Source: an optimization exercise on an open RTL-to-GDS flow (aim: small area and a short achievable clock period). Production flows keep margins and buffers that such runs may drop. The RTL was checked by simulation tests, not by an equivalence proof against the original design. Power is estimated from default activity; no workload was simulated.

## flow/design.v (module list and top-level ports; edited modules follow where they fit)
// module conv3x3_pe: 826 lines
// module csa_fa: 10 lines
module conv3x3_pe #(
    parameter int SHIFT = 4,
    parameter int ACC_W = 21
) (
    input  logic         clk,
    input  logic         rst,
    input  logic [7:0]   p00,
    input  logic [7:0]   p01,
    input  logic [7:0]   p02,
    input  logic [7:0]   p10,
    input  logic [7:0]   p11,
    input  logic [7:0]   p12,
    input  logic [7:0]   p20,
    input  logic [7:0]   p21,
    input  logic [7:0]   p22,
    input  logic         window_valid,
    input  logic         w_load,
    input  logic [3:0]   w_idx,
    input  logic [7:0]   w_data,
    output logic [7:0]   out_pixel,
    output logic         out_valid,
    output logic [15:0]  out_count
);
  // ...
==> flow/flow/run.sh <==
#!/bin/bash
# Own flow: the standard layout (standard.sh: the standard synthesis and
# ORFS steps, unchanged), except that the port buffers buffer_ports inserts
# during global placement are plain buf_1 cells instead of the default pick.
set -euo pipefail
export BUFFER_PORTS_ARGS="-buffer_cell sky130_fd_sc_hd__buf_1"
bash standard.sh > standard_flow.log 2>&1
==> flow/standard.sh <==
#!/bin/bash
# synth_recipe.tcl (not shown) runs the flow's synth.tcl, then flattens the netlist and writes it again
# the make line also repeats each setting of config.mk as NAME=value (left out here)
make -C /OpenROAD-flow-scripts/flow DESIGN_CONFIG=/design/flow/config.mk WORK_HOME=/design/flow/orfs CLKGATE_MAP_FILE= SYNTH_SCRIPT=/design/flow/synth_recipe.tcl "${@:-finish}"
==> flow/config.mk <==
export PLATFORM = sky130hd
export DESIGN_NAME = conv3x3_pe
export DESIGN_NICKNAME = conv3x3_pe
export VERILOG_FILES = /design/flow/design.v
export SDC_FILE = /design/flow/constraint.sdc
export NUM_CORES = 4
export LEC_CHECK = 0
export ABC_CLOCK_PERIOD_IN_PS = 2000
export CAP_MARGIN = 20
export CORE_MARGIN = 2
export CORE_UTILIZATION = 40
export CTS_CLUSTER_DIAMETER = 100
export CTS_CLUSTER_SIZE = 25
export SETUP_SLACK_MARGIN = 1.8
export SLEW_MARGIN = 20
export SYNTH_HIERARCHICAL = 1
export SYNTH_MINIMUM_KEEP_SIZE = 0
==> flow/constraint.sdc <==
create_clock -name core_clock -period 5.5 [get_ports {clk}]
set_input_delay 1.1000 -clock core_clock [delete_from_list [all_inputs] [get_ports {clk}]]
set_output_delay 1.1000 -clock core_clock [all_outputs]
set_load 0.01 [all_outputs]
==> summary.json, run 1 <==
{
  "min_to": {"value": "v2_q"},
  "vias": {"value": 14900},
  "synth_compound_area_share": {"value": 1.96, "unit": "%"},
  "yosys.cell_types.count": {"value": 47},
  "arithmetic_cell_share_of_the_synthesized_area_counting_full_adders_half_adders_and_majority_gates": {"value": 49.5, "unit": "%"},
  "drc_violations": {"value": 0},
  "p_clk_share": {"value": 30.5, "unit": "%"},
  "setup_slack": {"value": 1.80, "unit": "ns"},
  "finalSetupViolations": {"value": 0},
  "maxCapViolCount": {"value": 0},
  "worst_path_largest_cell_delay": {"value": 0.50, "unit": "ns"},
  "numCtsBuffers": {"value": 22},
  "number_of_cells_produced_by_synthesis": {"value": 2057},
  "seq_power_share": {"value": 43.3, "unit": "%"},
  "status": {"value": "complete, no violations"},
  "syn-mean-instance-area": {"value": 11.3, "unit": "um2"},
  "initial_utilization": {"value": 40.3, "unit": "%"},
  "drt-wirelength-per-cell": {"value": 24.8, "unit": "um"},
  "critPathLaunch": {"value": "r2_q[72]"},
  "pre_cts_slack": {"value": 1.71, "unit": "ns"},
  "power.switching": {"value": 2040, "unit": "uW"},
  "diodes": {"value": 0},
  "clockRootBuffer": {"value": "sky130_fd_sc_hd__clkbuf_16"},
  "ys_ff_latch": {"value": 304},
  "post_route_cells_drive_above_1_share": {"value": 3.37, "unit": "%"},
  "detail_route.vias_per_cell": {"value": 5.30},
  "clk-insertion-delay-late": {"value": 0.58, "unit": "ns"},
  "globalplace.congestion": {"value": 0.944}
}
==> inputs of run 2 (changes only) <==
--- a/flow/config.mk
+++ b/flow/config.mk
@@ -9,8 +9,8 @@
 export CAP_MARGIN = 20
 export CORE_MARGIN = 2
 export CORE_UTILIZATION = 40
-export CTS_CLUSTER_DIAMETER = 100
-export CTS_CLUSTER_SIZE = 25
+export CTS_CLUSTER_DIAMETER = 120
+export CTS_CLUSTER_SIZE = 20
 export SETUP_SLACK_MARGIN = 1.8
 export SLEW_MARGIN = 20
 export SYNTH_HIERARCHICAL = 1
==> summary.json, run 2 <==
{
  "min-delay-start": {"value": "v1_q", "change": "unchanged"},
  "globalRouteMet2Util": {"value": 38.2, "unit": "%", "change": "was 37.3%"},
  "initial_utilization": {"value": 40.3, "unit": "%", "change": "unchanged"},
  "max_slew_margin": {"value": 26.7, "unit": "%", "change": "was 27.6%"},
  "synth.area.top_cells": {"value": "sky130_fd_sc_hd__fa_1, sky130_fd_sc_hd__dfxtp_1, sky130_fd_sc_hd__nand2_1, sky130_fd_sc_hd__mux2i_1, sky130_fd_sc_hd__clkbuf_1", "change": "unchanged"},
  "regArea": {"value": 6110, "unit": "um2", "change": "about the same"},
  "grt.total_usage": {"value": 24.0, "unit": "%", "change": "about the same"},
  "io_buffer_count": {"value": 112, "change": "unchanged"},
  "num_rows": {"value": 88, "change": "unchanged"},
  "globalplace.congestion": {"value": 0.944, "change": "unchanged"},
  "largest-register": {"value": "r2_q", "change": "unchanged"},
  "rsz0062_at_grt": {"value": "yes", "change": "unchanged"},
  "clk-insertion-delay-late": {"value": 0.56, "unit": "ns", "change": "was 0.58 ns"},
  "biggestRegsByFlops": {"value": "r2_q x90, k_q x80, px_q x72", "change": "unchanged"},
  "detail_route.vias_per_cell": {"value": 5.33, "change": "was 5.30"},
  "layer_carrying_the_most_global_route_usage": {"value": "met2", "change": "unchanged"},
  "maxCapViolCount": {"value": 0, "change": "unchanged"},
  "timing.final.crit_share": {"value": 66.6, "unit": "%", "change": "was 67.3%"},
  "final_hold_violating_endpoints": {"value": 0, "change": "unchanged"},
  "setup.worst_path.class": {"value": "reg2reg", "change": "unchanged"},
  "floorplan.io_pins": {"value": 113, "change": "unchanged"},
  "nFillCells": {"value": 5410, "change": "was 5390"},
  "ys_ff_latch": {"value": 304, "change": "unchanged"},
  "worst_path_largest_cell_delay": {"value": 0.59, "unit": "ns", "change": "was 0.50 ns"},
  "netlist.top_cell.by_area": {"value": "sky130_fd_sc_hd__fa_1", "change": "unchanged"},
  "finalSetupViolations": {"value": 0, "change": "unchanged"},
  "drc_violations": {"value": 0, "change": "unchanged"},
  "cp_cell_sequence": {"value": "nand2_1 -> fa_1 -> fa_1 -> fa_1 -> fa_1 -> fa_1 -> fa_1", "change": "was fa_1 -> fa_1 -> fa_1 -> fa_2 -> fa_2 -> fa_2 -> fa_2 -> inv_1 -> ha_1 -> mux2i_1 -> nor2_1"},
  "multiInputGateArea": {"value": 16400, "unit": "um2", "change": "about the same"},
  "endpoint_kind": {"value": "flop", "change": "unchanged"},
  "status": {"value": "complete, no violations", "change": "unchanged"},
  "post_synth_and_or_nand_nor_area_fraction": {"value": 13.9, "unit": "%", "change": "unchanged"},
  "r2r.worst_path.cells": {"value": 7, "change": "was 11"},
  "post-synth-top-area-fraction": {"value": 48.4, "unit": "%", "change": "unchanged"},
  "crit_path_frequent_cell": {"value": "sky130_fd_sc_hd__fa_1", "change": "was sky130_fd_sc_hd__fa_2"},
  "numCtsBuffers": {"value": 20, "change": "was 22"},
  "yosys_most_used_dff": {"value": "sky130_fd_sc_hd__dfxtp_1", "change": "unchanged"},
  "timing.reg2reg.setup_slack": {"value": 1.83, "unit": "ns", "change": "was 1.80 ns"},
  "layout.cells.most_common_list": {"value": "sky130_fd_sc_hd__fa_1, sky130_fd_sc_hd__nand2_1, sky130_fd_sc_hd__dfxtp_1, sky130_fd_sc_hd__nor2_1, sky130_fd_sc_hd__buf_1", "change": "unchanged"},
  "final.setup.tns": {"value": 0, "unit": "ns", "change": "unchanged"},
  "synth_mux_area_share": {"value": 3.92, "unit": "%", "change": "unchanged"},
  "tritoncts_num_sinks": {"value": 304, "change": "unchanged"},
  "first_global_vias": {"value": 16200, "change": "was 16300"},
  "maxClockFrequency": {"value": 273, "unit": "MHz", "change": "was 270 MHz"},
  "detailed_router_s_first_iteration_violation_count": {"value": 1277, "change": "was 1302"},
  "grt_pass1_wl": {"value": 105, "unit": "mm", "change": "about the same"},
  "async_flop_share": {"value": 0, "unit": "%", "change": "unchanged"},
  "synth_enable_flop_cells": {"value": 0, "change": "unchanged"},
  "power": {"value": 5680, "unit": "uW", "change": "was 5940 uW"},
  "clk_path_buf_depth": {"value": 3, "change": "unchanged"},
  "vias": {"value": 15000, "change": "was 14900"},
  "synth.cell_area": {"value": 23200, "unit": "um2", "change": "unchanged"},
  "slew_violations": {"value": 0, "change": "unchanged"},
  "die_span_in_x": {"value": 245, "unit": "um", "change": "unchanged"},
  "arithmetic_cell_share_of_the_synthesized_area_counting_full_adders_half_adders_and_majority_gates": {"value": 49.5, "unit": "%", "change": "unchanged"},
  "final_antenna_net_count": {"value": 0, "change": "unchanged"},
  "largest_family_of_logic_cells_by_synthesized_area": {"value": "adder cells", "change": "unchanged"},
  "clk_transition_reported_paths": {"value": 0.09, "unit": "ns", "change": "about the same"},
  "placeableCoreArea": {"value": 57600, "unit": "um2", "change": "unchanged"},
  "crit_path_end": {"value": "r2_q[37]", "change": "was ht_q[7]"},
  "tritoncts": {"value": "built", "change": "unchanged"},
  "post_layout_nonfiller_instances": {"value": 2806, "change": "was 2814"},
  "largest_register_ffs": {"value": 90, "change": "unchanged"},
  "post_cts_hold_buffer_count": {"value": 0, "change": "unchanged"},
  "post-synth-top-count-cell": {"value": "sky130_fd_sc_hd__fa_1", "change": "unchanged"},
  "synthToLayoutAreaGrowth": {"value": 6.36, "unit": "%", "change": "was 7.17%"},
  "cp.required": {"value": 5.92, "unit": "ns", "change": "about the same"},
  "first_pass_iters": {"value": 5, "change": "unchanged"},
  "min-delay-path-class": {"value": "reg2reg", "change": "unchanged"},
  "dp.cells": {"value": 2778, "change": "unchanged"},
  "drt-wirelength-per-cell": {"value": 25.0, "unit": "um", "change": "was 24.8 um"},
  "groute.layer.met1.usage": {"value": 32.6, "unit": "%", "change": "was 32.2%"},
  "yosysWarnings": {"value": 11, "change": "unchanged"},
  "worstSetupStartpointType": {"value": "flop", "change": "unchanged"},
  "syn-mean-instance-area": {"value": 11.3, "unit": "um2", "change": "unchanged"},
  "diodes": {"value": 0, "change": "unchanged"},
  "rr_endpoint": {"value": "r2_q[37]", "change": "was ht_q[7]"},
  "yosys.cell_types.count": {"value": 47, "change": "unchanged"},
  "wl": {"value": 70.1, "unit": "mm", "change": "was 69.7 mm"},
  "critPathLaunch": {"value": "k_q[1][0]", "change": "was r2_q[72]"},
  "timing.critical_path.arrival": {"value": 4.08, "unit": "ns", "change": "was 4.12 ns"},
  "gr-usage-met3": {"value": 3.71, "unit": "%", "change": "was 4.29%"},
  "synth_sequential_area_ratio": {"value": 26.2, "unit": "%", "change": "unchanged"},
  "timing.critical_path.slowest_stage_cell": {"value": "sky130_fd_sc_hd__dfxtp_1", "change": "was sky130_fd_sc_hd__fa_1"},
  "post_route_cells_drive_above_1_share": {"value": 3.23, "unit": "%", "change": "was 3.37%"},
  "synth_compound_area_share": {"value": 1.96, "unit": "%", "change": "unchanged"},
  "layout.cells.most_common": {"value": "sky130_fd_sc_hd__fa_1", "change": "unchanged"},
  "clockRootBuffer": {"value": "sky130_fd_sc_hd__clkbuf_16", "change": "unchanged"},
  "post-route-cell-area": {"value": 24700, "unit": "um2", "change": "was 24900 um2"},
  "finClkSkew": {"value": 0.0382, "unit": "ns", "change": "was 0.0427 ns"},
  "worst_pin_slew": {"value": 1.09, "unit": "ns", "change": "was 1.08 ns"},
  "crit-reg2reg-launch": {"value": "k_q[1][0]", "change": "was r2_q[72]"},
  "fp.dieArea": {"value": 60000, "unit": "um2", "change": "unchanged"},
  "post_synth_most_frequent_cells": {"value": "sky130_fd_sc_hd__fa_1, sky130_fd_sc_hd__nand2_1, sky130_fd_sc_hd__dfxtp_1, sky130_fd_sc_hd__clkbuf_1, sky130_fd_sc_hd__nor2_1", "change": "unchanged"},
  "synth_xor_area_share": {"value": 1.02, "unit": "%", "change": "unchanged"},
  "timing.critical_path.fanout_max": {"value": 9, "change": "was 2"},
  "power_per_cell_area": {"value": 230, "unit": "nW/um2", "change": "was 239 nW/um2"},
  "antenna_found_initial": {"value": 0, "change": "unchanged"},
  "ir_drop": {"value": 0.230, "unit": "mV", "change": "was 0.228 mV"},
  "clock_tree.htree_level_count": {"value": 1, "change": "unchanged"},
  "layout.core_utilization": {"value": 42.9, "unit": "%", "change": "was 43.2%"},
  "place_area": {"value": 24000, "unit": "um2", "change": "unchanged"},
  "grt_overflow": {"value": 0, "change": "unchanged"},
  "num-nets-final": {"value": 2708, "change": "was 2709"},
  "place_hpwl": {"value": 58.5, "unit": "mm", "change": "unchanged"},
  "power_leakage": {"value": 0.00714, "unit": "uW", "change": "was 0.00723 uW"},
  "maximum_number_of_pins_on_one_net_before_global_route_repair": {"value": 82, "change": "unchanged"},
  "fp.dieH": {"value": 245, "unit": "um", "change": "unchanged"},
  "number_of_cells_produced_by_synthesis": {"value": 2057, "change": "unchanged"},
  "fin_crit": {"value": 3.67, "unit": "ns", "change": "was 3.70 ns"}
}
[run 2: cell counts after synthesis]
No cell type changed its count.
[run 2: layout make-up]
type | instances | share of cell area, %
multi-input combinational | 1552 | 66.5
sequential | 304 | 24.8
tap | 765 | 3.88
clock buffer | 22 | 2.14
timing repair buffer | 119 | 1.93
inverter | 41 | 0.623
clock inverter | 3 | 0.198
[run 2: cell families after synthesis]
group                      Yosys count
DFF                                304
AOI/OAI and AO/OA                   66
and+or+nand+nor                    775
buffers and inverters              211
adders and majority gates          582
other                                1
xor gates and xnor gates            27
muxes                               91
[run 2: modules after synthesis, one instance, submodules excluded]
module      cells  copies in the design  flip-flops and latches
conv3x3_pe   1496                     1                     304
csa_fa          1                   561                       0
[run 2: power breakdown]
group / internal (uW) / total, uW / switching, uW
Combinational: 718 / 1570 / 847
Sequential: 2350 / 2570 / 218
Clock: 700 / 1550 / 846
Total: 3770 / 5680 / 1910
[run 2: how the worst min path moves through the flow]
stage	cells after the start	endpoint	slack, ns
CTS	1	v2_q	0.44
detailed placement	1	v2_q	0.43
finish	1	v2_q	0.44
global route	1	v2_q	0.46
global placement	1	v2_q	0.42
floorplan	1	v2_q	0.41
[run 2: critical path, delay by kind of cell (launching register included)]
kind | cells | cell delay [ns]
adders and majority gates | 6 | 2.80
DFF | 1 | 0.59
and+or+nand+nor | 1 | 0.13
[run 2: routing by layer]
metal	wire (um)	vias up
li1	-	6217
met1	28400	7942
met2	33000	682
met3	4850	123
met4	3780	0
met5	0	-
[run 2: stage by stage]
stage / setup slack [ns] / hold WS (ns)
final: 1.83 / 0.442
after CTS: 1.78 / 0.445
after detailed placement: 1.71 / 0.427
after global placement: 1.66 / 0.420
after global routing: 1.71 / 0.456
after floorplan: 1.82 / 0.414
[run 2: what timing repair did]
action	4_1_cts	5_1_grt
buffers inserted	0	3
gates resized for setup	7	19
endpoints found under the setup margin	10	14
pin swaps	1	2
==> inputs of run 3 (changes only) <==
--- a/flow/config.mk
+++ b/flow/config.mk
@@ -11,7 +11,7 @@
 export CORE_UTILIZATION = 40
 export CTS_CLUSTER_DIAMETER = 120
 export CTS_CLUSTER_SIZE = 20
-export SETUP_SLACK_MARGIN = 1.8
+export SETUP_SLACK_MARGIN = 2.0
 export SLEW_MARGIN = 20
 export SYNTH_HIERARCHICAL = 1
 export SYNTH_MINIMUM_KEEP_SIZE = 0
==> summary.json, run 3 <==
{
  "clk_transition_reported_paths": {"value": 0.10, "unit": "ns", "change": "was 0.09 ns"},
  "layout.core_utilization": {"value": 43.2, "unit": "%", "change": "was 42.9%"},
  "worst_path_largest_cell_delay": {"value": 0.51, "unit": "ns", "change": "was 0.59 ns"},
  "seq_power_share": {"value": 45.1, "unit": "%", "change": "was 45.2%"},
  "clock_tree.htree_level_count": {"value": 1, "change": "unchanged"},
  "endpoint_kind": {"value": "flop", "change": "unchanged"},
  "place_hpwl": {"value": 58.6, "unit": "mm", "change": "was 58.5 mm"},
  "worstSetupStartpointType": {"value": "flop", "change": "unchanged"},
  "globalplace.congestion": {"value": 0.960, "change": "was 0.944"},
  "max_slew_margin": {"value": 33.8, "unit": "%", "change": "was 26.7%"},
  "timing.critical_path.slowest_stage_cell": {"value": "sky130_fd_sc_hd__fa_1", "change": "was sky130_fd_sc_hd__dfxtp_1"},
  "yosys.cell_types.count": {"value": 47, "change": "unchanged"},
  "cp_cell_sequence": {"value": "fa_2 -> fa_1 -> fa_1 -> fa_2 -> fa_2 -> fa_2 -> fa_2 -> inv_2 -> ha_4 -> mux2i_1 -> nor2_1", "change": "was nand2_1 -> fa_1 -> fa_1 -> fa_1 -> fa_1 -> fa_1 -> fa_1"},
  "final_hold_violating_endpoints": {"value": 0, "change": "unchanged"},
  "status": {"value": "complete, no violations", "change": "unchanged"},
  "antenna_found_initial": {"value": 0, "change": "unchanged"},
  "final.setup.tns": {"value": 0, "unit": "ns", "change": "unchanged"},
  "ys_ff_latch": {"value": 304, "change": "unchanged"},
  "share_comb_of_total_power": {"value": 27.8, "unit": "%", "change": "was 27.6%"},
  "setup.worst_path.class": {"value": "reg2reg", "change": "unchanged"},
  "fp.dieH": {"value": 245, "unit": "um", "change": "unchanged"},
  "floorplan.io_pins": {"value": 113, "change": "unchanged"},
  "synth_xor_area_share": {"value": 1.02, "unit": "%", "change": "unchanged"},
  "grt_pass1_wl": {"value": 105, "unit": "mm", "change": "about the same"},
  "largest_register_ffs": {"value": 90, "change": "unchanged"},
  "finClkSkew": {"value": 0.0272, "unit": "ns", "change": "was 0.0382 ns"},
  "arithmetic_cell_share_of_the_synthesized_area_counting_full_adders_half_adders_and_majority_gates": {"value": 49.5, "unit": "%", "change": "unchanged"},
  "ir_drop": {"value": 0.225, "unit": "mV", "change": "was 0.230 mV"},
  "fp.dieArea": {"value": 60000, "unit": "um2", "change": "unchanged"},
  "synth.area.top_cells": {"value": "sky130_fd_sc_hd__fa_1, sky130_fd_sc_hd__dfxtp_1, sky130_fd_sc_hd__nand2_1, sky130_fd_sc_hd__mux2i_1, sky130_fd_sc_hd__clkbuf_1", "change": "unchanged"},
  "synth_enable_flop_cells": {"value": 0, "change": "unchanged"},
  "layout.cells.most_common": {"value": "sky130_fd_sc_hd__fa_1", "change": "unchanged"},
  "min-delay-path-class": {"value": "reg2reg", "change": "unchanged"},
  "vias": {"value": 15000, "change": "about the same"},
  "timing.critical_path.fanout_max": {"value": 2, "change": "was 9"},
  "clk-insertion-delay-late": {"value": 0.56, "unit": "ns", "change": "about the same"},
  "synthToLayoutAreaGrowth": {"value": 7.23, "unit": "%", "change": "was 6.36%"},
  "maxCapViolCount": {"value": 0, "change": "unchanged"},
  "yosysWarnings": {"value": 11, "change": "unchanged"},
  "pre_cts_slack": {"value": 1.79, "unit": "ns", "change": "was 1.71 ns"},
  "intPower": {"value": 3790, "unit": "uW", "change": "was 3770 uW"},
  "power": {"value": 5700, "unit": "uW", "change": "was 5680 uW"},
  "placeableCoreArea": {"value": 57600, "unit": "um2", "change": "unchanged"},
  "first_pass_iters": {"value": 6, "change": "was 5"},
  "nFillCells": {"value": 5363, "change": "was 5410"},
  "die_span_in_x": {"value": 245, "unit": "um", "change": "unchanged"},
  "drc_violations": {"value": 0, "change": "unchanged"},
  "post-synth-top-area-fraction": {"value": 48.4, "unit": "%", "change": "unchanged"},
  "detailed_router_s_first_iteration_violation_count": {"value": 1352, "change": "was 1277"},
  "async_flop_share": {"value": 0, "unit": "%", "change": "unchanged"},
  "number_of_cells_produced_by_synthesis": {"value": 2057, "change": "unchanged"},
  "worst_pin_slew": {"value": 0.990, "unit": "ns", "change": "was 1.09 ns"},
  "post_layout_nonfiller_instances": {"value": 2804, "change": "was 2806"},
  "grt.total_usage": {"value": 23.9, "unit": "%", "change": "was 24.0%"},
  "setup_slack": {"value": 1.84, "unit": "ns", "change": "was 1.83 ns"},
  "power.switching": {"value": 1920, "unit": "uW", "change": "was 1910 uW"},
  "final_antenna_net_count": {"value": 0, "change": "unchanged"},
  "drt-wirelength-per-cell": {"value": 25.0, "unit": "um", "change": "about the same"},
  "synth_mux_area_share": {"value": 3.92, "unit": "%", "change": "unchanged"},
  "maxClockFrequency": {"value": 274, "unit": "MHz", "change": "was 273 MHz"},
  "largest-register": {"value": "r2_q", "change": "unchanged"},
  "power.share.switching": {"value": 33.6, "unit": "%", "change": "about the same"},
  "largest_family_of_logic_cells_by_synthesized_area": {"value": "adder cells", "change": "unchanged"},
  "post_synth_most_frequent_cells": {"value": "sky130_fd_sc_hd__fa_1, sky130_fd_sc_hd__nand2_1, sky130_fd_sc_hd__dfxtp_1, sky130_fd_sc_hd__clkbuf_1, sky130_fd_sc_hd__nor2_1", "change": "unchanged"},
  "slew_violations": {"value": 0, "change": "unchanged"},
  "rsz0062_at_grt": {"value": "yes", "change": "unchanged"},
  "num-nets-final": {"value": 2707, "change": "was 2708"},
  "synth_compound_area_share": {"value": 1.96, "unit": "%", "change": "unchanged"},
  "initial_utilization": {"value": 40.3, "unit": "%", "change": "unchanged"},
  "power_leakage": {"value": 0.00718, "unit": "uW", "change": "was 0.00714 uW"},
  "numCtsBuffers": {"value": 20, "change": "unchanged"},
  "tritoncts_num_sinks": {"value": 304, "change": "unchanged"},
  "yosys_most_used_dff": {"value": "sky130_fd_sc_hd__dfxtp_1", "change": "unchanged"},
  "post_route_cells_drive_above_1_share": {"value": 8.09, "unit": "%", "change": "was 3.23%"},
  "clockRootBuffer": {"value": "sky130_fd_sc_hd__clkbuf_16", "change": "unchanged"},
  "cp.required": {"value": 5.89, "unit": "ns", "change": "was 5.92 ns"},
  "netlist.top_cell.by_area": {"value": "sky130_fd_sc_hd__fa_1", "change": "unchanged"},
  "layout.cells.most_common_list": {"value": "sky130_fd_sc_hd__fa_1, sky130_fd_sc_hd__nand2_1, sky130_fd_sc_hd__dfxtp_1, sky130_fd_sc_hd__nor2_1, sky130_fd_sc_hd__buf_1", "change": "unchanged"},
  "crit_path_frequent_cell": {"value": "sky130_fd_sc_hd__fa_2", "change": "was sky130_fd_sc_hd__fa_1"},
  "post_synth_and_or_nand_nor_area_fraction": {"value": 13.9, "unit": "%", "change": "unchanged"},
  "synth.cell_area": {"value": 23200, "unit": "um2", "change": "unchanged"},
  "clk_path_buf_depth": {"value": 3, "change": "unchanged"},
  "first_global_vias": {"value": 16300, "change": "was 16200"},
  "detail_route.vias_per_cell": {"value": 5.33, "change": "about the same"},
  "diodes": {"value": 0, "change": "unchanged"},
  "power_per_cell_area": {"value": 229, "unit": "nW/um2", "change": "was 230 nW/um2"},
  "grt_overflow": {"value": 0, "change": "unchanged"},
  "fin_crit": {"value": 3.66, "unit": "ns", "change": "was 3.67 ns"},
  "dp.cells": {"value": 2778, "change": "unchanged"},
  "finalSetupViolations": {"value": 0, "change": "unchanged"},
  "syn-mean-instance-area": {"value": 11.3, "unit": "um2", "change": "unchanged"},
  "maximum_number_of_pins_on_one_net_before_global_route_repair": {"value": 81, "change": "was 82"},
  "post-synth-top-count-cell": {"value": "sky130_fd_sc_hd__fa_1", "change": "unchanged"},
  "wl": {"value": 70.1, "unit": "mm", "change": "about the same"},
  "timing.final.crit_share": {"value": 66.5, "unit": "%", "change": "was 66.6%"},
  "synth_sequential_area_ratio": {"value": 26.2, "unit": "%", "change": "unchanged"},
  "biggestRegsByFlops": {"value": "r2_q x90, k_q x80, px_q x72", "change": "unchanged"},
  "p_clk_share": {"value": 27.0, "unit": "%", "change": "was 27.2%"},
  "timing.critical_path.arrival": {"value": 4.05, "unit": "ns", "change": "was 4.08 ns"},
  "io_buffer_count": {"value": 112, "change": "unchanged"},
  "tritoncts": {"value": "built", "change": "unchanged"},
  "num_rows": {"value": 88, "change": "unchanged"}
}
==> run 3: cell counts after synthesis <==
No cell type changed its count.
==> run 3: final cells by class <==
class,instances,area (um2),share of cell area [%]
clock inverter,3,48.8,0.196
multi-input combinational,1552,16500,66.2
timing repair buffer,118,482,1.94
inverter,41,154,0.618
clock buffer,21,526,2.11
sequential,304,6260,25.1
tap,765,957,3.85
==> run 3: modules after synthesis, one instance, submodules excluded <==
module	flops+latches	times used	cell area (um2)
csa_fa	0	561	20.0
conv3x3_pe	304	1	12000
==> run 3: critical path: cells and delay by family (launching register included) <==
kind	cells	cell delay, ns
fa+ha+maj	8	2.90
flops	1	0.34
mux	1	0.13
buf+inv	1	0.07
simple gates	1	0.05
==> run 3: cell families after synthesis <==
family | count (synthesis)
simple gates | 775
fa+ha+maj | 582
flops | 304
buf+inv | 211
mux | 91
compound gates | 66
xor+xnor | 27
other cells | 1
==> run 3: repair_timing <==
item                       in CTS  in global routing
gates resized for setup        54                 85
setup buffers                   2                  0
setup endpoints to repair      28                 46
hold buffers                    0                  0
pin swaps                       4                  3
==> run 3: worst paths after layout <==
kind,start,endpoint,slack (ns),depth (start not counted)
max,r2_q[72],ht_q[7],1.84,11
max reg2reg,r2_q[72],ht_q[7],1.84,11
min,v1_q,v2_q,0.45,1
min reg2reg,v1_q,v2_q,0.45,1
==> run 3: power by group through the flow <==
stage          Sequential, uW  Clock, uW  Combinational (uW)
2_1_floorplan            2470          0                1170
3_3_place_gp             2620          0                1510
3_5_place_dp             2620          0                1540
4_1_cts                  2570       1610                1610
5_1_grt                  2590       1670                1820
6_report                 2570       1540                1590
==> run 3: stage by stage <==
step / hold WS (ns) / area (um2)
6_report: 0.446 / 24900
5_1_grt: 0.467 / 24900
4_1_cts: 0.455 / 24700
3_5_place_dp: 0.431 / 24000
3_3_place_gp: 0.425 / 24000
2_1_floorplan: 0.414 / 23300
==> run 3: layer usage <==
layer / GRT usage [%] / vias to the layer above / routed length [um]
met1: 31.5 / 7867 / 27700
li1: - / 6217 / -
met2: 37.9 / 711 / 32800
met5: 0 / - / 0
met4: 11.7 / 0 / 4360
met3: 4.89 / 162 / 5270
==> inputs of run 4 (changes only) <==
--- a/flow/config.mk
+++ b/flow/config.mk
@@ -9,9 +9,7 @@
 export CAP_MARGIN = 20
 export CORE_MARGIN = 2
 export CORE_UTILIZATION = 40
-export CTS_CLUSTER_DIAMETER = 120
-export CTS_CLUSTER_SIZE = 20
-export SETUP_SLACK_MARGIN = 2.0
+export SETUP_SLACK_MARGIN = 1.8
 export SLEW_MARGIN = 20
 export SYNTH_HIERARCHICAL = 1
 export SYNTH_MINIMUM_KEEP_SIZE = 0
==> summary.json, run 4 <==
{
  "post-synth-top-area-fraction": {"value": 48.4, "unit": "%", "change": "unchanged"},
  "worst_pin_slew": {"value": 1.08, "unit": "ns", "change": "was 0.990 ns"},
  "clock_tree.htree_level_count": {"value": 2, "change": "was 1"},
  "drc_violations": {"value": 0, "change": "unchanged"},
  "maxCapViolCount": {"value": 0, "change": "unchanged"},
  "post_route_cells_drive_above_1_share": {"value": 4.47, "unit": "%", "change": "was 8.09%"},
  "status": {"value": "complete, no violations", "change": "unchanged"},
  "timing.critical_path.slowest_stage_cell": {"value": "sky130_fd_sc_hd__fa_1", "change": "unchanged"},
  "async_flop_share": {"value": 0, "unit": "%", "change": "unchanged"},
  "finalSetupViolations": {"value": 0, "change": "unchanged"},
  "num-nets-final": {"value": 2724, "change": "was 2707"},
  "timing.final.crit_share": {"value": 67.1, "unit": "%", "change": "was 66.5%"},
  "post_synth_and_or_nand_nor_area_fraction": {"value": 13.9, "unit": "%", "change": "unchanged"},
  "post_layout_nonfiller_instances": {"value": 2847, "change": "was 2804"},
  "tritoncts": {"value": "built", "change": "unchanged"},
  "worstPathBufferInverterCount": {"value": 1, "change": "unchanged"},
  "drt-wirelength-per-cell": {"value": 24.7, "unit": "um", "change": "was 25.0 um"},
  "diodes": {"value": 0, "change": "unchanged"},
  "vias": {"value": 15000, "change": "about the same"},
  "worstSetupStartpointType": {"value": "flop", "change": "unchanged"},
  "synth_sequential_area_ratio": {"value": 26.2, "unit": "%", "change": "unchanged"},
  "io_buffer_count": {"value": 112, "change": "unchanged"},
  "maximum_number_of_pins_on_one_net_before_global_route_repair": {"value": 82, "change": "was 81"},
  "finClkSkew": {"value": 0.0364, "unit": "ns", "change": "was 0.0272 ns"},
  "clk-insertion-delay-late": {"value": 0.57, "unit": "ns", "change": "was 0.56 ns"},
  "post_cts_hold_buffer_count": {"value": 0, "change": "unchanged"},
  "power_per_cell_area": {"value": 264, "unit": "nW/um2", "change": "was 229 nW/um2"},
  "rsz0062_at_grt": {"value": "yes", "change": "unchanged"},
  "numCtsBuffers": {"value": 37, "change": "was 20"},
  "antenna_found_initial": {"value": 0, "change": "unchanged"},
  "largest_family_of_logic_cells_by_synthesized_area": {"value": "adder cells", "change": "unchanged"},
  "yosys_most_used_dff": {"value": "sky130_fd_sc_hd__dfxtp_1", "change": "unchanged"},
  "synth.cell_area": {"value": 23200, "unit": "um2", "change": "unchanged"},
  "num_rows": {"value": 88, "change": "unchanged"},
  "worst_path_largest_cell_delay": {"value": 0.50, "unit": "ns", "change": "was 0.51 ns"},
  "globalplace.congestion": {"value": 0.944, "change": "was 0.960"},
  "post_synth_most_frequent_cells": {"value": "sky130_fd_sc_hd__fa_1, sky130_fd_sc_hd__nand2_1, sky130_fd_sc_hd__dfxtp_1, sky130_fd_sc_hd__clkbuf_1, sky130_fd_sc_hd__nor2_1", "change": "unchanged"},
  "fp.dieArea": {"value": 60000, "unit": "um2", "change": "unchanged"},
  "syn-mean-instance-area": {"value": 11.3, "unit": "um2", "change": "unchanged"},
  "clockRootBuffer": {"value": "sky130_fd_sc_hd__clkbuf_16", "change": "unchanged"},
  "final_hold_violating_endpoints": {"value": 0, "change": "unchanged"},
  "cp.required": {"value": 5.91, "unit": "ns", "change": "was 5.89 ns"},
  "yosysWarnings": {"value": 11, "change": "unchanged"},
  "power_leakage": {"value": 0.00748, "unit": "uW", "change": "was 0.00718 uW"},
  "arithmetic_cell_share_of_the_synthesized_area_counting_full_adders_half_adders_and_majority_gates": {"value": 49.5, "unit": "%", "change": "unchanged"},
  "setup.worst_path.class": {"value": "reg2reg", "change": "unchanged"},
  "synth_xor_area_share": {"value": 1.02, "unit": "%", "change": "unchanged"},
  "synth_compound_area_share": {"value": 1.96, "unit": "%", "change": "unchanged"},
  "hold-worst-slack": {"value": 0.436, "unit": "ns", "change": "was 0.446 ns"},
  "ir_drop": {"value": 0.233, "unit": "mV", "change": "was 0.225 mV"},
  "final.setup.tns": {"value": 0, "unit": "ns", "change": "unchanged"},
  "biggestRegsByFlops": {"value": "r2_q x90, k_q x80, px_q x72", "change": "unchanged"},
  "grt.total_usage": {"value": 24.3, "unit": "%", "change": "was 23.9%"},
  "final_antenna_net_count": {"value": 0, "change": "unchanged"},
  "detail_route.vias_per_cell": {"value": 5.25, "change": "was 5.33"},
  "clk_transition_reported_paths": {"value": 0.06, "unit": "ns", "change": "was 0.10 ns"},
  "die_span_in_x": {"value": 245, "unit": "um", "change": "unchanged"},
  "fin_crit": {"value": 3.69, "unit": "ns", "change": "was 3.66 ns"},
  "first_pass_iters": {"value": 7, "change": "was 6"},
  "placeableCoreArea": {"value": 57600, "unit": "um2", "change": "unchanged"},
  "yosys.cell_types.count": {"value": 47, "change": "unchanged"},
  "ys_ff_latch": {"value": 304, "change": "unchanged"},
  "synthToLayoutAreaGrowth": {"value": 9.27, "unit": "%", "change": "was 7.23%"},
  "grt_overflow": {"value": 0, "change": "unchanged"},
  "tritoncts_num_sinks": {"value": 304, "change": "unchanged"},
  "floorplan.io_pins": {"value": 113, "change": "unchanged"},
  "place_hpwl": {"value": 58.5, "unit": "mm", "change": "was 58.6 mm"},
  "maxClockFrequency": {"value": 271, "unit": "MHz", "change": "was 274 MHz"},
  "layout.cells.most_common_list": {"value": "sky130_fd_sc_hd__fa_1, sky130_fd_sc_hd__nand2_1, sky130_fd_sc_hd__dfxtp_1, sky130_fd_sc_hd__nor2_1, sky130_fd_sc_hd__buf_1", "change": "unchanged"},
  "dp.cells": {"value": 2778, "change": "unchanged"},
  "synth.area.top_cells": {"value": "sky130_fd_sc_hd__fa_1, sky130_fd_sc_hd__dfxtp_1, sky130_fd_sc_hd__nand2_1, sky130_fd_sc_hd__mux2i_1, sky130_fd_sc_hd__clkbuf_1", "change": "unchanged"},
  "timing.critical_path.arrival": {"value": 4.10, "unit": "ns", "change": "was 4.05 ns"},
  "timing.critical_path.fanout_max": {"value": 2, "change": "unchanged"},
  "crit_path_frequent_cell": {"value": "sky130_fd_sc_hd__fa_2", "change": "unchanged"},
  "post-synth-top-count-cell": {"value": "sky130_fd_sc_hd__fa_1", "change": "unchanged"},
  "max_slew_margin": {"value": 27.9, "unit": "%", "change": "was 33.8%"},
  "crit_family": {"value": "adder cells", "change": "unchanged"},
  "first_global_vias": {"value": 16500, "change": "was 16300"},
  "endpoint_kind": {"value": "flop", "change": "unchanged"},
  "grt_pass1_wl": {"value": 105, "unit": "mm", "change": "about the same"},
  "power": {"value": 6700, "unit": "uW", "change": "was 5700 uW"},
  "wl": {"value": 70.3, "unit": "mm", "change": "was 70.1 mm"},
  "initial_utilization": {"value": 40.3, "unit": "%", "change": "unchanged"},
  "slew_violations": {"value": 0, "change": "unchanged"},
  "synth_mux_area_share": {"value": 3.92, "unit": "%", "change": "unchanged"},
  "min-delay-path-class": {"value": "reg2reg", "change": "unchanged"},
  "largest-register": {"value": "r2_q", "change": "unchanged"},
  "detailed_router_s_first_iteration_violation_count": {"value": 1240, "change": "was 1352"},
  "layout.core_utilization": {"value": 44.0, "unit": "%", "change": "was 43.2%"},
  "netlist.top_cell.by_area": {"value": "sky130_fd_sc_hd__fa_1", "change": "unchanged"},
  "cp_cell_sequence": {"value": "fa_1 -> fa_1 -> fa_1 -> fa_2 -> fa_2 -> fa_2 -> fa_2 -> inv_1 -> ha_1 -> mux2i_1 -> nor2_1", "change": "was fa_2 -> fa_1 -> fa_1 -> fa_2 -> fa_2 -> fa_2 -> fa_2 -> inv_2 -> ha_4 -> mux2i_1 -> nor2_1"},
  "number_of_cells_produced_by_synthesis": {"value": 2057, "change": "unchanged"},
  "fp.dieH": {"value": 245, "unit": "um", "change": "unchanged"},
  "largest_register_ffs": {"value": 90, "change": "unchanged"},
  "synth_enable_flop_cells": {"value": 0, "change": "unchanged"},
  "layout.cells.most_common": {"value": "sky130_fd_sc_hd__fa_1", "change": "unchanged"},
  "clk_path_buf_depth": {"value": 3, "change": "unchanged"}
}
==> run 4: cell counts after synthesis <==
No cell type changed its count.
==> run 4: kinds of logic (layout without fill, tap and decap cells) <==
logic type	after synthesis	after routing
multiplexers	91	91
other	1	11
AO/OA/AOI/OAI	66	66
buffers and inverters	211	226
adder cells (fa/ha/maj)	582	582
flip-flops	304	304
AND/OR/NAND/NOR	775	775
XOR/XNOR	27	27
==> run 4: final timing paths <==
check / from / end / slack (ns) / cells past startpoint
min reg2reg: v1_q / v2_q / 0.44 / 1
max reg2reg: r2_q[72] / ht_q[7] / 1.81 / 11
max: r2_q[72] / ht_q[7] / 1.81 / 11
min: v1_q / v2_q / 0.44 / 1
==> run 4: modules after synthesis, one instance, submodules excluded <==
module / cells / copies in the design
conv3x3_pe: 1496 / 1
csa_fa: 1 / 561
==> run 4: report_power, final <==
part / total (uW) / switching [uW] / internal, uW
registers: 2570 / 218 / 2350
logic: 1560 / 849 / 712
clock network: 2560 / 1010 / 1550
==> run 4: layout make-up <==
type | count | area, um2
fill | 5370 | 32200
multi-input combinational | 1552 | 16400
sequential | 304 | 6110
clock buffer | 54 | 1110
tap | 765 | 957
timing repair buffer | 118 | 469
clock inverter | 13 | 164
inverter | 41 | 154
==> run 4: layer usage <==
layer	GRT usage, %	vias up	wire length, um
met1	32.2	7834	27900
li1	-	6270	-
met3	4.77	155	5260
met2	37.4	701	32600
met5	0	-	0
met4	14.1	0	4500
==> run 4: through the flow <==
stage,area [um2],setup slack (ns)
finish,25400,1.81
global route,25400,1.66
CTS,25300,1.75
detailed placement,24000,1.71
global placement,24000,1.66
floorplan,23300,1.82
==> run 4: repair_timing <==
| action | CTS | global route |
|---|---|---|
| pin swaps | 1 | 1 |
| setup buffers | 0 | 2 |
| resized for setup | 3 | 15 |
| endpoints found under the setup margin | 10 | 15 |
==> inputs of run 5 (changes only) <==
--- a/flow/config.mk
+++ b/flow/config.mk
@@ -8,8 +8,11 @@
 export ABC_CLOCK_PERIOD_IN_PS = 2000
 export CAP_MARGIN = 20
 export CORE_MARGIN = 2
-export CORE_UTILIZATION = 40
-export SETUP_SLACK_MARGIN = 1.8
+export CORE_UTILIZATION = 55
+export CTS_CLUSTER_DIAMETER = 130
+export CTS_CLUSTER_SIZE = 24
+export PLACE_DENSITY = 0.7
+export SETUP_SLACK_MARGIN = 2.3
 export SLEW_MARGIN = 20
 export SYNTH_HIERARCHICAL = 1
 export SYNTH_MINIMUM_KEEP_SIZE = 0
==> summary.json, run 5 <==
{
  "timing.critical_path.fanout_max": {"value": 2, "change": "unchanged"},
  "min-delay-path-class": {"value": "reg2reg", "change": "unchanged"},
  "die_span_in_x": {"value": 209, "unit": "um", "change": "was 245 um"},
  "ir_drop": {"value": 0.278, "unit": "mV", "change": "was 0.233 mV"},
  "layout.cells.most_common": {"value": "sky130_fd_sc_hd__nand2_1", "change": "was sky130_fd_sc_hd__fa_1"},
  "rsz0062_at_grt": {"value": "yes", "change": "unchanged"},
  "tritoncts_num_sinks": {"value": 304, "change": "unchanged"},
  "number_of_cells_produced_by_synthesis": {"value": 2057, "change": "unchanged"},
  "biggestRegsByFlops": {"value": "r2_q x90, k_q x80, px_q x72", "change": "unchanged"},
  "clock_tree.htree_level_count": {"value": 1, "change": "was 2"},
  "initial_utilization": {"value": 55.6, "unit": "%", "change": "was 40.3%"},
  "clk_path_buf_depth": {"value": 3, "change": "unchanged"},
  "numCtsBuffers": {"value": 16, "change": "was 37"},
  "first_global_vias": {"value": 16700, "change": "was 16500"},
  "yosysWarnings": {"value": 11, "change": "unchanged"},
  "post_layout_nonfiller_instances": {"value": 2661, "change": "was 2847"},
  "grt_pass1_wl": {"value": 102, "unit": "mm", "change": "was 105 mm"},
  "placeableCoreArea": {"value": 41800, "unit": "um2", "change": "was 57600 um2"},
  "timing.final.crit_share": {"value": 65.6, "unit": "%", "change": "was 67.1%"},
  "power.switching": {"value": 1930, "unit": "uW", "change": "was 2080 uW"},
  "final.setup.tns": {"value": 0, "unit": "ns", "change": "unchanged"},
  "synth_enable_flop_cells": {"value": 0, "change": "unchanged"},
  "detail_route.vias_per_cell": {"value": 5.92, "change": "was 5.25"},
  "timing.critical_path.arrival": {"value": 3.99, "unit": "ns", "change": "was 4.10 ns"},
  "cp.required": {"value": 5.88, "unit": "ns", "change": "was 5.91 ns"},
  "setup.worst_path.class": {"value": "reg2reg", "change": "unchanged"},
  "power_per_cell_area": {"value": 219, "unit": "nW/um2", "change": "was 264 nW/um2"},
  "vias": {"value": 15700, "change": "was 15000"},
  "clk_transition_reported_paths": {"value": 0.09, "unit": "ns", "change": "was 0.06 ns"},
  "place_hpwl": {"value": 55.1, "unit": "mm", "change": "was 58.5 mm"},
  "post_route_cells_drive_above_1_share": {"value": 24.2, "unit": "%", "change": "was 4.47%"},
  "layout.cells.most_common_list": {"value": "sky130_fd_sc_hd__nand2_1, sky130_fd_sc_hd__fa_1, sky130_fd_sc_hd__fa_2, sky130_fd_sc_hd__dfxtp_4, sky130_fd_sc_hd__dfxtp_1", "change": "was sky130_fd_sc_hd__fa_1, sky130_fd_sc_hd__nand2_1, sky130_fd_sc_hd__dfxtp_1, sky130_fd_sc_hd__nor2_1, sky130_fd_sc_hd__buf_1"},
  "clockRootBuffer": {"value": "sky130_fd_sc_hd__clkbuf_16", "change": "unchanged"},
  "timing.critical_path.slowest_stage_cell": {"value": "sky130_fd_sc_hd__fa_1", "change": "unchanged"},
  "drc_violations": {"value": 0, "change": "unchanged"},
  "power_leakage": {"value": 0.00783, "unit": "uW", "change": "was 0.00748 uW"},
  "maxClockFrequency": {"value": 277, "unit": "MHz", "change": "was 271 MHz"},
  "p_clk_share": {"value": 22.9, "unit": "%", "change": "was 38.3%"},
  "fp.dieArea": {"value": 43900, "unit": "um2", "change": "was 60000 um2"},
  "finalSetupViolations": {"value": 0, "change": "unchanged"},
  "grt_overflow": {"value": 0, "change": "unchanged"},
  "worst_path_largest_cell_delay": {"value": 0.51, "unit": "ns", "change": "was 0.50 ns"},
  "regArea": {"value": 6660, "unit": "um2", "change": "was 6110 um2"},
  "fp.dieH": {"value": 209, "unit": "um", "change": "was 245 um"},
  "tritoncts": {"value": "built", "change": "unchanged"},
  "final_antenna_net_count": {"value": 0, "change": "unchanged"},
  "antenna_found_initial": {"value": 0, "change": "unchanged"},
  "first_pass_iters": {"value": 6, "change": "was 7"},
  "synth_sequential_area_ratio": {"value": 26.2, "unit": "%", "change": "unchanged"},
  "power.share.switching": {"value": 33.3, "unit": "%", "change": "was 31.0%"},
  "crit_path_frequent_cell": {"value": "sky130_fd_sc_hd__fa_2", "change": "unchanged"},
  "wl": {"value": 69.4, "unit": "mm", "change": "was 70.3 mm"},
  "finClkSkew": {"value": 0.0236, "unit": "ns", "change": "was 0.0364 ns"},
  "fin_crit": {"value": 3.61, "unit": "ns", "change": "was 3.69 ns"},
  "async_flop_share": {"value": 0, "unit": "%", "change": "unchanged"},
  "share_comb_of_total_power": {"value": 33.4, "unit": "%", "change": "was 23.3%"},
  "post-synth-top-count-cell": {"value": "sky130_fd_sc_hd__fa_1", "change": "unchanged"},
  "nFillCells": {"value": 3270, "change": "was 5370"},
  "syn-mean-instance-area": {"value": 11.3, "unit": "um2", "change": "unchanged"},
  "synth.cell_area": {"value": 23200, "unit": "um2", "change": "unchanged"},
  "detailed_router_s_first_iteration_violation_count": {"value": 1577, "change": "was 1240"},
  "status": {"value": "complete, no violations", "change": "unchanged"},
  "grt.total_usage": {"value": 32.1, "unit": "%", "change": "was 24.3%"},
  "largest_register_ffs": {"value": 90, "change": "unchanged"},
  "max_slew_margin": {"value": 23.2, "unit": "%", "change": "was 27.9%"},
  "slew_violations": {"value": 0, "change": "unchanged"},
  "yosys.cell_types.count": {"value": 47, "change": "unchanged"},
  "final_hold_violating_endpoints": {"value": 0, "change": "unchanged"},
  "floorplan.io_pins": {"value": 113, "change": "unchanged"},
  "worstSetupStartpointType": {"value": "flop", "change": "unchanged"},
  "layout.core_utilization": {"value": 63.1, "unit": "%", "change": "was 44.0%"},
  "clk-insertion-delay-late": {"value": 0.54, "unit": "ns", "change": "was 0.57 ns"},
  "post-synth-top-area-fraction": {"value": 48.4, "unit": "%", "change": "unchanged"},
  "num-nets-final": {"value": 2790, "change": "was 2724"},
  "largest-register": {"value": "r2_q", "change": "unchanged"},
  "drt-wirelength-per-cell": {"value": 26.1, "unit": "um", "change": "was 24.7 um"},
  "post_synth_most_frequent_cells": {"value": "sky130_fd_sc_hd__fa_1, sky130_fd_sc_hd__nand2_1, sky130_fd_sc_hd__dfxtp_1, sky130_fd_sc_hd__clkbuf_1, sky130_fd_sc_hd__nor2_1", "change": "unchanged"},
  "endpoint_kind": {"value": "flop", "change": "unchanged"},
  "worst_pin_slew": {"value": 1.15, "unit": "ns", "change": "was 1.08 ns"},
  "yosys_most_used_dff": {"value": "sky130_fd_sc_hd__dfxtp_1", "change": "unchanged"},
  "io_buffer_count": {"value": 112, "change": "unchanged"},
  "maximum_number_of_pins_on_one_net_before_global_route_repair": {"value": 76, "change": "was 82"},
  "netlist.top_cell.by_area": {"value": "sky130_fd_sc_hd__fa_1", "change": "unchanged"},
  "cp_cell_sequence": {"value": "fa_2 -> fa_1 -> fa_1 -> fa_2 -> fa_2 -> fa_2 -> fa_2 -> inv_2 -> ha_4 -> mux2i_1 -> nor2_1", "change": "was fa_1 -> fa_1 -> fa_1 -> fa_2 -> fa_2 -> fa_2 -> fa_2 -> inv_1 -> ha_1 -> mux2i_1 -> nor2_1"},
  "multiInputGateArea": {"value": 17100, "unit": "um2", "change": "was 16400 um2"},
  "timing.reg2reg.setup_slack": {"value": 1.89, "unit": "ns", "change": "was 1.81 ns"},
  "dp.cells": {"value": 2551, "change": "was 2778"},
  "seq_power_share": {"value": 43.7, "unit": "%", "change": "was 38.4%"},
  "ys_ff_latch": {"value": 304, "change": "unchanged"},
  "num_rows": {"value": 75, "change": "was 88"},
  "intPower": {"value": 3860, "unit": "uW", "change": "was 4620 uW"},
  "globalplace.congestion": {"value": 1.02, "change": "was 0.944"},
  "synth.area.top_cells": {"value": "sky130_fd_sc_hd__fa_1, sky130_fd_sc_hd__dfxtp_1, sky130_fd_sc_hd__nand2_1, sky130_fd_sc_hd__mux2i_1, sky130_fd_sc_hd__clkbuf_1", "change": "unchanged"},
  "maxCapViolCount": {"value": 0, "change": "unchanged"},
  "synthToLayoutAreaGrowth": {"value": 13.5, "unit": "%", "change": "was 9.27%"}
}
==> run 5: cell types whose count changed in the layout (fill, tap and decap cells not counted), moves of 8 or more <==
cell | before | now
sky130_fd_sc_hd__and2_4 | 0 | 10
sky130_fd_sc_hd__dfxtp_1 | 288 | 142
sky130_fd_sc_hd__nand2_2 | 0 | 11
sky130_fd_sc_hd__dfxtp_4 | 0 | 148
sky130_fd_sc_hd__clkbuf_16 | 39 | 18
sky130_fd_sc_hd__buf_4 | 6 | 65
sky130_fd_sc_hd__fa_2 | 4 | 177
sky130_fd_sc_hd__fa_1 | 557 | 384
sky130_fd_sc_hd__buf_6 | 0 | 21
sky130_fd_sc_hd__and2_1 | 72 | 62
sky130_fd_sc_hd__buf_1 | 111 | 103
sky130_fd_sc_hd__nand2_1 | 519 | 505
==> run 5: critical path: cells and delay by family, from the launching register on <==
kind | cells | cell delay [ns]
DFF | 1 | 0.33
muxes | 1 | 0.13
buffers and inverters | 1 | 0.07
and+or+nand+nor | 1 | 0.05
adders and majority gates | 8 | 2.89
==> run 5: cell type report <==
class | count | share of cell area, %
diodes | 1 | 0.00949
clock buffers | 18 | 1.67
clock inverters | 1 | 0.0332
inverters | 41 | 0.584
multi-input cells | 1552 | 64.9
flip-flops and latches | 304 | 25.3
well taps | 539 | 2.56
repair buffers | 205 | 4.96
==> run 5: kinds of logic (layout without fill, tap and decap cells) <==
family                     after synthesis  after routing  share of synthesized area [%]
AOI/OAI and AO/OA                       66             66                           1.96
xor gates and xnor gates                27             27                           1.02
adders and majority gates              582            582                           49.5
buffers and inverters                  211            265                           3.42
DFF                                    304            304                           26.2
muxes                                   91             91                           3.92
other                                    1             12                         0.0162
and+or+nand+nor                        775            775                           13.9
==> run 5: through the flow <==
stage	power, uW	hold slack (ns)	area, um2	worst slack, ns
finish	5780	0.444	26400	1.89
global route	6140	0.451	26400	1.78
detailed placement	4160	0.428	23800	1.81
global placement	4090	0.420	23800	1.80
floorplan	3640	0.414	23300	1.93
CTS	5630	0.445	25400	1.88
==> run 5: power groups by stage <==
| stage | clock network, uW | registers (uW) | logic [uW] |
|---|---|---|---|
| finish | 1320 | 2530 | 1930 |
| global route | 1430 | 2550 | 2170 |
| CTS | 1350 | 2520 | 1750 |
| detailed placement | 0 | 2610 | 1550 |
| global placement | 0 | 2610 | 1490 |
| floorplan | 0 | 2470 | 1170 |
==> run 5: timing repair <==
| action | CTS | global route |
|---|---|---|
| pin swaps | 62 | 103 |
| setup buffers | 46 | 42 |
| endpoints found under the setup margin | 87 | 65 |
| gates cloned | 0 | 2 |
| hold buffers | 0 | 0 |
| resized for setup | 371 | 217 |
==> run 5: per-module statistics from Yosys, one instance, submodules excluded <==
| module | times used | cell area, um2 | flip-flops and latches |
|---|---|---|---|
| conv3x3_pe | 1 | 12000 | 304 |
| csa_fa | 561 | 20.0 | 0 |
==> run 5: worst paths after layout <==
path | to | cells past startpoint | startpoint
setup reg to reg | ht_q[7] | 11 | r2_q[72]
hold / removal | v2_q | 1 | v1_q
hold reg to reg | v2_q | 1 | v1_q
setup / recovery | ht_q[7] | 11 | r2_q[72]
==> run 5: routing by layer <==
| layer | vias to the layer above | wire, um | GRT usage (%) |
|---|---|---|---|
| met5 | - | 0 | 0 |
| met4 | 0 | 5360 | 20.7 |
| met3 | 222 | 6320 | 6.15 |
| met2 | 1006 | 32000 | 49.4 |
| met1 | 8109 | 25700 | 42.4 |
| li1 | 6403 | - | - |

-- afterwards: timing with drivers on the ports --
In the flow no input, the clock included, has a driving cell. The finished layouts below were timed again as built, in two steps.
Step 1, drivers: a clkbuf_16 drives clk and a buf_2 each remaining input, both assumed.
Step 2 also shifts input and output timing later by t, the mid clock arrival at the registers, as if the neighbouring blocks saw the same clock.
Three values: no drivers, after step 1, after step 2; two values: the first two.
run | shift t [ns] | slack for setup (ns) | worst slew at a driven data input, ns
run 1 | 0.615 | 1.799 / 1.799 / 1.799 | 0.06
run 2 | 0.604 | 1.834 / 1.834 / 1.834 | 0.06
run 3 | 0.607 | 1.844 / 1.844 / 1.844 | 0.05
run 4 | 0.617 | 1.811 / 1.811 / 1.811 | 0.06
run 5 | 0.585 | 1.891 / 1.891 / 1.891 | 0.05
After both steps every run listed still meets setup and hold.
